This is an optimization exercise on Yosys and OpenROAD, whose aim is small area and few clock cycles, not a production implementation.
At most, simulation tests tie the RTL to the original design; equivalence was not proved.
The clock port is modelled as an ideal driver, which makes a skipped or thinned clock tree look cheaper than it is; a real chip needs a root buffer or a tree.

## vlsu_load_top
module vlsu_load_top #(
  parameter int unsigned NrLanes   = vlsu_pkg::NrLanesDef,
  parameter int unsigned MetaDepth = 2,
  parameter int unsigned LaneDepth = 4
) (
  input  logic                       clk_i,
  input  logic                       rst_ni,
  input  logic                       axi_r_valid_i,
  output logic                       axi_r_ready_o,
  input  logic [32:0]                axi_r_i,
  input  logic                       txn_valid_i,
  output logic                       txn_ready_o,
  input  logic [16:0]                txn_i,
  input  logic                       meta_valid_i,
  output logic                       meta_ready_o,
  input  logic [9:0]                 meta_i,
  output logic                       wb_valid_o,
  input  logic                       wb_ready_i,
  output logic [23:0]                wb_o,
  output logic [$clog2(NrLanes)-1:0] wb_lane_o
);
For scale: roughly 27 flip-flops.
==> flow/config.mk <==
export PLATFORM = sky130hd
export DESIGN_NAME = vlsu_load_top
export DESIGN_NICKNAME = vlsu_load_top
export VERILOG_FILES = /design/flow/design.v
export SDC_FILE = /design/flow/constraint.sdc
export NUM_CORES = 4
export LEC_CHECK = 0
export CAP_MARGIN = 20
export CORE_MARGIN = 2
export CORE_UTILIZATION = 60
export GPL_TIMING_DRIVEN = 0
export PLACE_DENSITY = 0.8
export SLEW_MARGIN = 20
==> flow/constraint.sdc <==
create_clock -name core_clock -period 10.0 [get_ports {clk_i}]
set_input_delay 2.0000 -clock core_clock [delete_from_list [all_inputs] [get_ports {clk_i}]]
set_output_delay 2.0000 -clock core_clock [all_outputs]
set_load 0.01 [all_outputs]
standard.sh (not shown) runs the stock make flow with config.mk's settings and CLKGATE_MAP_FILE= SYNTH_SCRIPT=/design/flow/synth_recipe.tcl, a recipe that flattens the netlist after the stock synthesis.
==> flow/flow/run.sh <==
#!/bin/bash
# Standard ORFS layout with four changes: ABC maps the logic with its
# area-oriented mapper (flow/abc_area.script in place of abc_speed.script),
# the port buffers are made of the smallest buffer cell, and the clock is
# distributed by a single clkbuf_16 at the centre of the registers
# (flow/one_clkbuf.tcl, run as the PRE_CTS_TCL hook) instead of a tree;
# after global routing, cells with spare slack are downsized (RECOVER_POWER).
set -euo pipefail
rm -rf scripts_abc
cp -r "$FLOW_HOME/scripts" scripts_abc
cp flow/abc_area.script scripts_abc/abc_speed.script
bash standard.sh SCRIPTS_DIR="$PWD/scripts_abc" \
  BUFFER_PORTS_ARGS="-buffer_cell sky130_fd_sc_hd__buf_1" \
  PRE_CTS_TCL="$PWD/flow/one_clkbuf.tcl" ONE_CLKBUF_CELL=sky130_fd_sc_hd__clkbuf_16 RECOVER_POWER=100 \
  finish > standard_flow.log 2>&1
==> flow/flow/abc_area.script <==
strash
dch
amap
strash
dch
amap
==> flow/flow/one_clkbuf.tcl <==
# Pre-CTS hook: the design has few registers, so one clock buffer placed at
# the centre of the registers drives them all, in place of TritonCTS's tree.
set block [ord::get_db_block]
set dbu [$block getDbUnitsPerMicron]
set clk_net [$block findNet clk_i]
set sx 0
set sy 0
set n 0
foreach it [$clk_net getITerms] {
  lassign [[$it getInst] getLocation] x y
  set sx [expr {$sx + $x}]
  set sy [expr {$sy + $y}]
  incr n
}
set cx [expr {double($sx) / $n / $dbu}]
set cy [expr {double($sy) / $n / $dbu}]
puts "one_clkbuf: $n clock sinks, buffer at ($cx, $cy)"
insert_buffer -buffer_cell $::env(ONE_CLKBUF_CELL) -net clk_i \
  -location [list $cx $cy] -buffer_name clkbuf_root -net_name clknet_root
rename clock_tree_synthesis tritoncts_unused
proc clock_tree_synthesis { args } {
  puts "one_clkbuf: clock tree is the single root buffer"
  set_propagated_clock [all_clocks]
}
Testbench counts at the start, summed over its fixed seeds: cycles 14,178.
Next try:
==> flow/flow/run.sh (replaced) <==
#!/bin/bash
# Standard ORFS layout with four changes: ABC maps the logic with its
# area-oriented mapper (flow/abc_area.script in place of abc_speed.script),
# the port buffers are made of the smallest buffer cell, and the clock is
# distributed by a single buf_12 at the centre of the registers
# (flow/one_clkbuf.tcl, run as the PRE_CTS_TCL hook) instead of a tree;
# after global routing, cells with spare slack are downsized (RECOVER_POWER).
set -euo pipefail
rm -rf scripts_abc
cp -r "$FLOW_HOME/scripts" scripts_abc
cp flow/abc_area.script scripts_abc/abc_speed.script
bash standard.sh SCRIPTS_DIR="$PWD/scripts_abc" \
  BUFFER_PORTS_ARGS="-buffer_cell sky130_fd_sc_hd__buf_1" \
  PRE_CTS_TCL="$PWD/flow/one_clkbuf.tcl" ONE_CLKBUF_CELL=sky130_fd_sc_hd__buf_12 RECOVER_POWER=100 \
  finish > standard_flow.log 2>&1
=>
- global-route usage does not change
- final area stays flat
- register-to-register slack improved by 0.08 ns
- wire length drops by 1.8%
- hold slack stays flat
- maximum frequency came out higher by 0.48%
- die area does not change
- synthesized cell count does not change
- worst setup slack improved by 0.045 ns
- core utilization falls by 0.15 points
No run of this note takes its clock network from TritonCTS; it comes from the design's own scripts or RTL.

pepper:
Another version of the RTL of vlsu_load_top (not shown whole).
Size in the first run: about 240 cells after synthesis, ~26 flip-flops, about 96 I/O pins, roughly 2100 µm² of cells after synthesis.
export LEC_CHECK = 0
export CAP_MARGIN = 20
export CORE_MARGIN = 2
export CORE_UTILIZATION = 40
export PLACE_DENSITY = 0.6
export SLEW_MARGIN = 20
create_clock -name core_clock -period 10.0 [get_ports {clk_i}]
==> flow/flow/run.sh <==
#!/bin/bash
# Standard ORFS layout with three changes: ABC maps the logic with its
# area-oriented mapper (flow/abc_area.script in place of abc_speed.script),
# the port buffers are made of the smallest buffer cell, and the clock tree
# is built from clkbuf_8 cells without dummy loads.
set -euo pipefail
rm -rf scripts_abc
cp -r "$FLOW_HOME/scripts" scripts_abc
cp flow/abc_area.script scripts_abc/abc_speed.script
bash standard.sh SCRIPTS_DIR="$PWD/scripts_abc" \
  BUFFER_PORTS_ARGS="-buffer_cell sky130_fd_sc_hd__buf_1" \
  CTS_ARGS="-sink_clustering_enable -repair_clock_nets -dont_use_dummy_load -root_buf sky130_fd_sc_hd__clkbuf_8 -buf_list sky130_fd_sc_hd__clkbuf_8 -sink_clustering_size 64 -sink_clustering_max_diameter 2000 -sink_clustering_levels 1" \
  finish > standard_flow.log 2>&1
Scripts as last shown in full above: flow/flow/abc_area.script
Testbench counts of pepper, summed over its fixed seeds: cycles 14,178.
Relative to pepper, the following input files were edited for garnet:
==> flow/flow/run.sh <==
#!/bin/bash
# Standard ORFS layout with two changes: ABC maps the logic with its
# area-oriented mapper (flow/abc_area.script in place of abc_speed.script),
# and the port buffers are made of the smallest buffer cell.
set -euo pipefail
rm -rf scripts_abc
cp -r "$FLOW_HOME/scripts" scripts_abc
cp flow/abc_area.script scripts_abc/abc_speed.script
bash standard.sh SCRIPTS_DIR="$PWD/scripts_abc" \
  BUFFER_PORTS_ARGS="-buffer_cell sky130_fd_sc_hd__buf_1" finish > standard_flow.log 2>&1
Findings:
Going from pepper to garnet, number of filler instances in the final layout lost 6; pin count of the biggest net entering global routing was more or less identical; final cell count ~0 delta.
--- input diff garnet..violet ---
- PLACE_DENSITY now 0.8, was 0.6
- GPL_TIMING_DRIVEN now 0, previously not set
- CORE_UTILIZATION now 60, was 40
==> flow/flow/run.sh <==
#!/bin/bash
# Standard ORFS layout with three changes: ABC maps the logic with its
# area-oriented mapper (flow/abc_area.script in place of abc_speed.script),
# the port buffers are made of the smallest buffer cell, and the clock is
# distributed by a single clkbuf_16 at the centre of the registers
# (flow/one_clkbuf.tcl, run as the PRE_CTS_TCL hook) instead of a tree.
set -euo pipefail
rm -rf scripts_abc
cp -r "$FLOW_HOME/scripts" scripts_abc
cp flow/abc_area.script scripts_abc/abc_speed.script
bash standard.sh SCRIPTS_DIR="$PWD/scripts_abc" \
  BUFFER_PORTS_ARGS="-buffer_cell sky130_fd_sc_hd__buf_1" \
  PRE_CTS_TCL="$PWD/flow/one_clkbuf.tcl" ONE_CLKBUF_CELL=sky130_fd_sc_hd__clkbuf_16 \
  finish > standard_flow.log 2>&1
==> flow/flow/one_clkbuf.tcl (new file) <==
# Pre-CTS hook: the design has few registers, so one clock buffer placed at
# the centre of the registers drives them all, in place of TritonCTS's tree.
set block [ord::get_db_block]
set dbu [$block getDbUnitsPerMicron]
set clk_net [$block findNet clk_i]
set sx 0
set sy 0
set n 0
foreach it [$clk_net getITerms] {
  lassign [[$it getInst] getLocation] x y
  set sx [expr {$sx + $x}]
  set sy [expr {$sy + $y}]
  incr n
}
set cx [expr {double($sx) / $n / $dbu}]
set cy [expr {double($sy) / $n / $dbu}]
puts "one_clkbuf: $n clock sinks, buffer at ($cx, $cy)"
insert_buffer -buffer_cell $::env(ONE_CLKBUF_CELL) -net clk_i \
  -location [list $cx $cy] -buffer_name clkbuf_root -net_name clknet_root
rename clock_tree_synthesis tritoncts_unused
proc clock_tree_synthesis { args } {
  puts "one_clkbuf: clock tree is the single root buffer"
  set_propagated_clock [all_clocks]
}
Notes after the runs:
Going from garnet to violet, final setup slack of the worst path now smaller; total detailed-routing wirelength fell by about 5.5%; global-route usage over all layers up 7.2 points.
#### Input delta (maple over violet)
- GPL_TIMING_DRIVEN removed (was 0)
- PLACE_DENSITY changed from 0.8 to 0.6
- CORE_UTILIZATION changed from 60 to 40
==> flow/flow/run.sh <==
#!/bin/bash
# Standard ORFS layout with three changes: ABC maps the logic with its
# area-oriented mapper (flow/abc_area.script in place of abc_speed.script),
# the port buffers are made of the smallest buffer cell, and the clock tree
# is built from clkbuf_8 cells without dummy loads.
set -euo pipefail
rm -rf scripts_abc
cp -r "$FLOW_HOME/scripts" scripts_abc
cp flow/abc_area.script scripts_abc/abc_speed.script
bash standard.sh SCRIPTS_DIR="$PWD/scripts_abc" \
  BUFFER_PORTS_ARGS="-buffer_cell sky130_fd_sc_hd__buf_1" \
  CTS_ARGS="-sink_clustering_enable -repair_clock_nets -dont_use_dummy_load -root_buf sky130_fd_sc_hd__clkbuf_8 -buf_list sky130_fd_sc_hd__clkbuf_8 -sink_clustering_size 30 -sink_clustering_max_diameter 200" \
  finish > standard_flow.log 2>&1
removed: flow/flow/one_clkbuf.tcl
violet completed end to end with timing, DRC and antenna clean.
Having completed the whole flow, maple delivered a layout that passed the timing, DRC and antenna checks.
Delta (maple minus violet): post-detailed-route wirelength per cell went down by about 2.7%; wire length the detailed router placed on met1 went up by about 20%; first-iteration DRC count went down by 2.
Relative to violet, the routed wire length of maple is higher by 350 µm.
HPWL after detailed placement is higher on maple
maple leaves more setup margin than violet.
Against violet, the final cell area of maple is higher.
### maple -> willow
- a change of CORE_UTILIZATION from 40 to 75
- a change of PLACE_DENSITY from 0.6 to 0.9
==> flow/flow/run.sh <==
#!/bin/bash
# Standard ORFS layout with three changes: ABC maps the logic with its
# area-oriented mapper (flow/abc_area.script in place of abc_speed.script),
# the port buffers are made of the smallest buffer cell, and the clock is
# distributed by a single clkbuf_16 at the centre of the registers
# (flow/one_clkbuf.tcl, run as the PRE_CTS_TCL hook) instead of a tree.
set -euo pipefail
rm -rf scripts_abc
cp -r "$FLOW_HOME/scripts" scripts_abc
cp flow/abc_area.script scripts_abc/abc_speed.script
bash standard.sh SCRIPTS_DIR="$PWD/scripts_abc" \
  BUFFER_PORTS_ARGS="-buffer_cell sky130_fd_sc_hd__buf_1" \
  PRE_CTS_TCL="$PWD/flow/one_clkbuf.tcl" ONE_CLKBUF_CELL=sky130_fd_sc_hd__clkbuf_16 \
  finish > standard_flow.log 2>&1
==> flow/flow/one_clkbuf.tcl (new file) <==
# Pre-CTS hook: the design has few registers, so one clock buffer placed at
# the centre of the registers drives them all, in place of TritonCTS's tree.
set block [ord::get_db_block]
set dbu [$block getDbUnitsPerMicron]
set clk_net [$block findNet clk_i]
set sx 0
set sy 0
set n 0
foreach it [$clk_net getITerms] {
  lassign [[$it getInst] getLocation] x y
  set sx [expr {$sx + $x}]
  set sy [expr {$sy + $y}]
  incr n
}
set cx [expr {double($sx) / $n / $dbu}]
set cy [expr {double($sy) / $n / $dbu}]
puts "one_clkbuf: $n clock sinks, buffer at ($cx, $cy)"
insert_buffer -buffer_cell $::env(ONE_CLKBUF_CELL) -net clk_i \
  -location [list $cx $cy] -buffer_name clkbuf_root -net_name clknet_root
rename clock_tree_synthesis tritoncts_unused
proc clock_tree_synthesis { args } {
  puts "one_clkbuf: clock tree is the single root buffer"
  set_propagated_clock [all_clocks]
}
## What came out
- Changes observed in willow relative to maple: net count after synthesis held steady; synthesized area closely matched the old numbers; synthesized instance count roughly the same.
- willow did not finish: a tool error stopped it during global placement.
In violet the design's own scripts or RTL, not TritonCTS, make the clock network.

v19:
vlsu_load_top, a different RTL version from the one above (not shown whole).
For scale: about 290 cells after synthesis, ~27 flip-flops, ~96 I/O pins.
==> flow/design.v (excerpt) <==
module vlsu_load_top #(
  parameter int unsigned NrLanes   = vlsu_pkg::NrLanesDef,
  parameter int unsigned MetaDepth = 2,
  parameter int unsigned LaneDepth = 4
) (
  input  logic                       clk_i,
  input  logic                       rst_ni,
  input  logic                       axi_r_valid_i,
  output logic                       axi_r_ready_o,
  input  logic [32:0]                axi_r_i,
  input  logic                       txn_valid_i,
  output logic                       txn_ready_o,
  input  logic [16:0]                txn_i,
  input  logic                       meta_valid_i,
  output logic                       meta_ready_o,
  input  logic [9:0]                 meta_i,
  output logic                       wb_valid_o,
  input  logic                       wb_ready_i,
  output logic [23:0]                wb_o,
  output logic [$clog2(NrLanes)-1:0] wb_lane_o
);
==> flow/config.mk <==
export PLATFORM = sky130hd
export DESIGN_NAME = vlsu_load_top
export DESIGN_NICKNAME = vlsu_load_top
export VERILOG_FILES = /design/flow/design.v
export SDC_FILE = /design/flow/constraint.sdc
export NUM_CORES = 4
export LEC_CHECK = 0
export CAP_MARGIN = 20
export CORE_MARGIN = 2
export CORE_UTILIZATION = 40
export PLACE_DENSITY = 0.6
export SLEW_MARGIN = 20
==> flow/constraint.sdc <==
create_clock -name core_clock -period 10.0 [get_ports {clk_i}]
set_input_delay 2.0000 -clock core_clock [delete_from_list [all_inputs] [get_ports {clk_i}]]
set_output_delay 2.0000 -clock core_clock [all_outputs]
set_load 0.01 [all_outputs]
run.sh (not shown) runs the stock make flow with config.mk's settings and CLKGATE_MAP_FILE= SYNTH_SCRIPT=/design/flow/synth_recipe.tcl, a recipe that flattens the netlist after the stock synthesis.
Stock flow here: none of the scripts above is used.
What v51 does differently from v19 at the input level:
==> flow/flow/run.sh (new file) <==
#!/bin/bash
# Standard ORFS layout, with the port buffers made of the smallest buffer cell.
set -euo pipefail
bash standard.sh BUFFER_PORTS_ARGS="-buffer_cell sky130_fd_sc_hd__buf_1" finish > standard_flow.log 2>&1
==> flow/standard.sh (new file) <==
#!/bin/bash
# synth_recipe.tcl (not shown) runs the flow's synth.tcl, then flattens the netlist and writes it again
# the make line also repeats each setting of config.mk as NAME=value (left out here)
make -C /OpenROAD-flow-scripts/flow DESIGN_CONFIG=/design/flow/config.mk WORK_HOME=/design/flow/orfs CLKGATE_MAP_FILE= SYNTH_SCRIPT=/design/flow/synth_recipe.tcl "${@:-finish}"
removed: flow/run.sh
Results
Diff v19 -> v51 | max-slew headroom at the worst pin | decrease of 1.2 points. NOTE: final non-filler cell area in v51 falls short of that of v19. Taking v19 as the reference, in v51 amount of wire on met3 after detailed routing now sits higher; worst slack on hold paths closely matched the old numbers; first-iteration DRC count went down 9. v51 vs v19 — routed wire length dropped by a few percent. The core of v51 is less densely filled than that of v19. On v51: transition time of the tightest slew-check pin is 0.019 ns higher than what v19 gave.
What v45 does differently from v51 at the input level:
- setting ABC_AREA to 1 for the first time
==> flow/run.sh (new file) <==
#!/bin/bash
# synth_recipe.tcl (not shown) runs the flow's synth.tcl, then flattens the netlist and writes it again
# the make line also repeats each setting of config.mk as NAME=value (left out here)
make -C /OpenROAD-flow-scripts/flow DESIGN_CONFIG=/design/flow/config.mk WORK_HOME=/design/flow/orfs CLKGATE_MAP_FILE= SYNTH_SCRIPT=/design/flow/synth_recipe.tcl finish
removed: flow/flow/run.sh
removed: flow/standard.sh
Notes after the runs:
Diff v51 -> v45: worst setup slack now sits lower, maximum fanout along the worst path up 13, area of the mapped netlist up 84 um^2, final area now larger.
No functional check of the RTL was part of any run of this note.

[static timing again, ports no longer ideal]
Ports are ideal in the flow. The routed layouts listed here were re-timed in OpenROAD. Step 1: set_driving_cell puts a clkbuf_16 on clk_i and a buf_2 on each other input, an assumption about the parent block. Step 2 adds t to the input delays and takes it off the output delays; t is the mean of the earliest and latest rising clock arrival at the registers after step 1. Input paths then give back, and output paths get back, about the clock's delay inside the block. a / b / c = ideal / step 1 / step 2; a / b = the first two.
| run | shift t [ns] | setup slack, ns | hold slack, ns |
|---|---|---|---|
| the first run of note 1 | 0.197 | 0.592 / 0.570 / 0.570 | 0.477 / 0.477 / 0.477 |
| the second run of note 1 | 0.170 | 0.637 / 0.614 / 0.614 | 0.477 / 0.477 / 0.477 |
| pepper | 0.302 | 1.195 / 1.169 / 1.169 | 0.475 / 0.475 / 0.475 |
| garnet | 0.308 | 1.181 / 1.156 / 1.156 | 0.480 / 0.480 / 0.480 |
| violet | 0.189 | 0.557 / 0.534 / 0.534 | 0.479 / 0.479 / 0.479 |
| maple | 0.302 | 1.195 / 1.169 / 1.169 | 0.475 / 0.475 / 0.475 |
| v19 | 0.303 | 1.387 / 1.363 / 1.363 | 0.567 / 0.567 / 0.567 |
| v51 | 0.304 | 2.232 / 2.209 / 2.209 | 0.565 / 0.565 / 0.565 |
| v45 | 0.318 | 1.159 / 1.135 / 1.135 | 0.502 / 0.502 / 0.502 |
After both steps setup and hold are still met in every run listed.
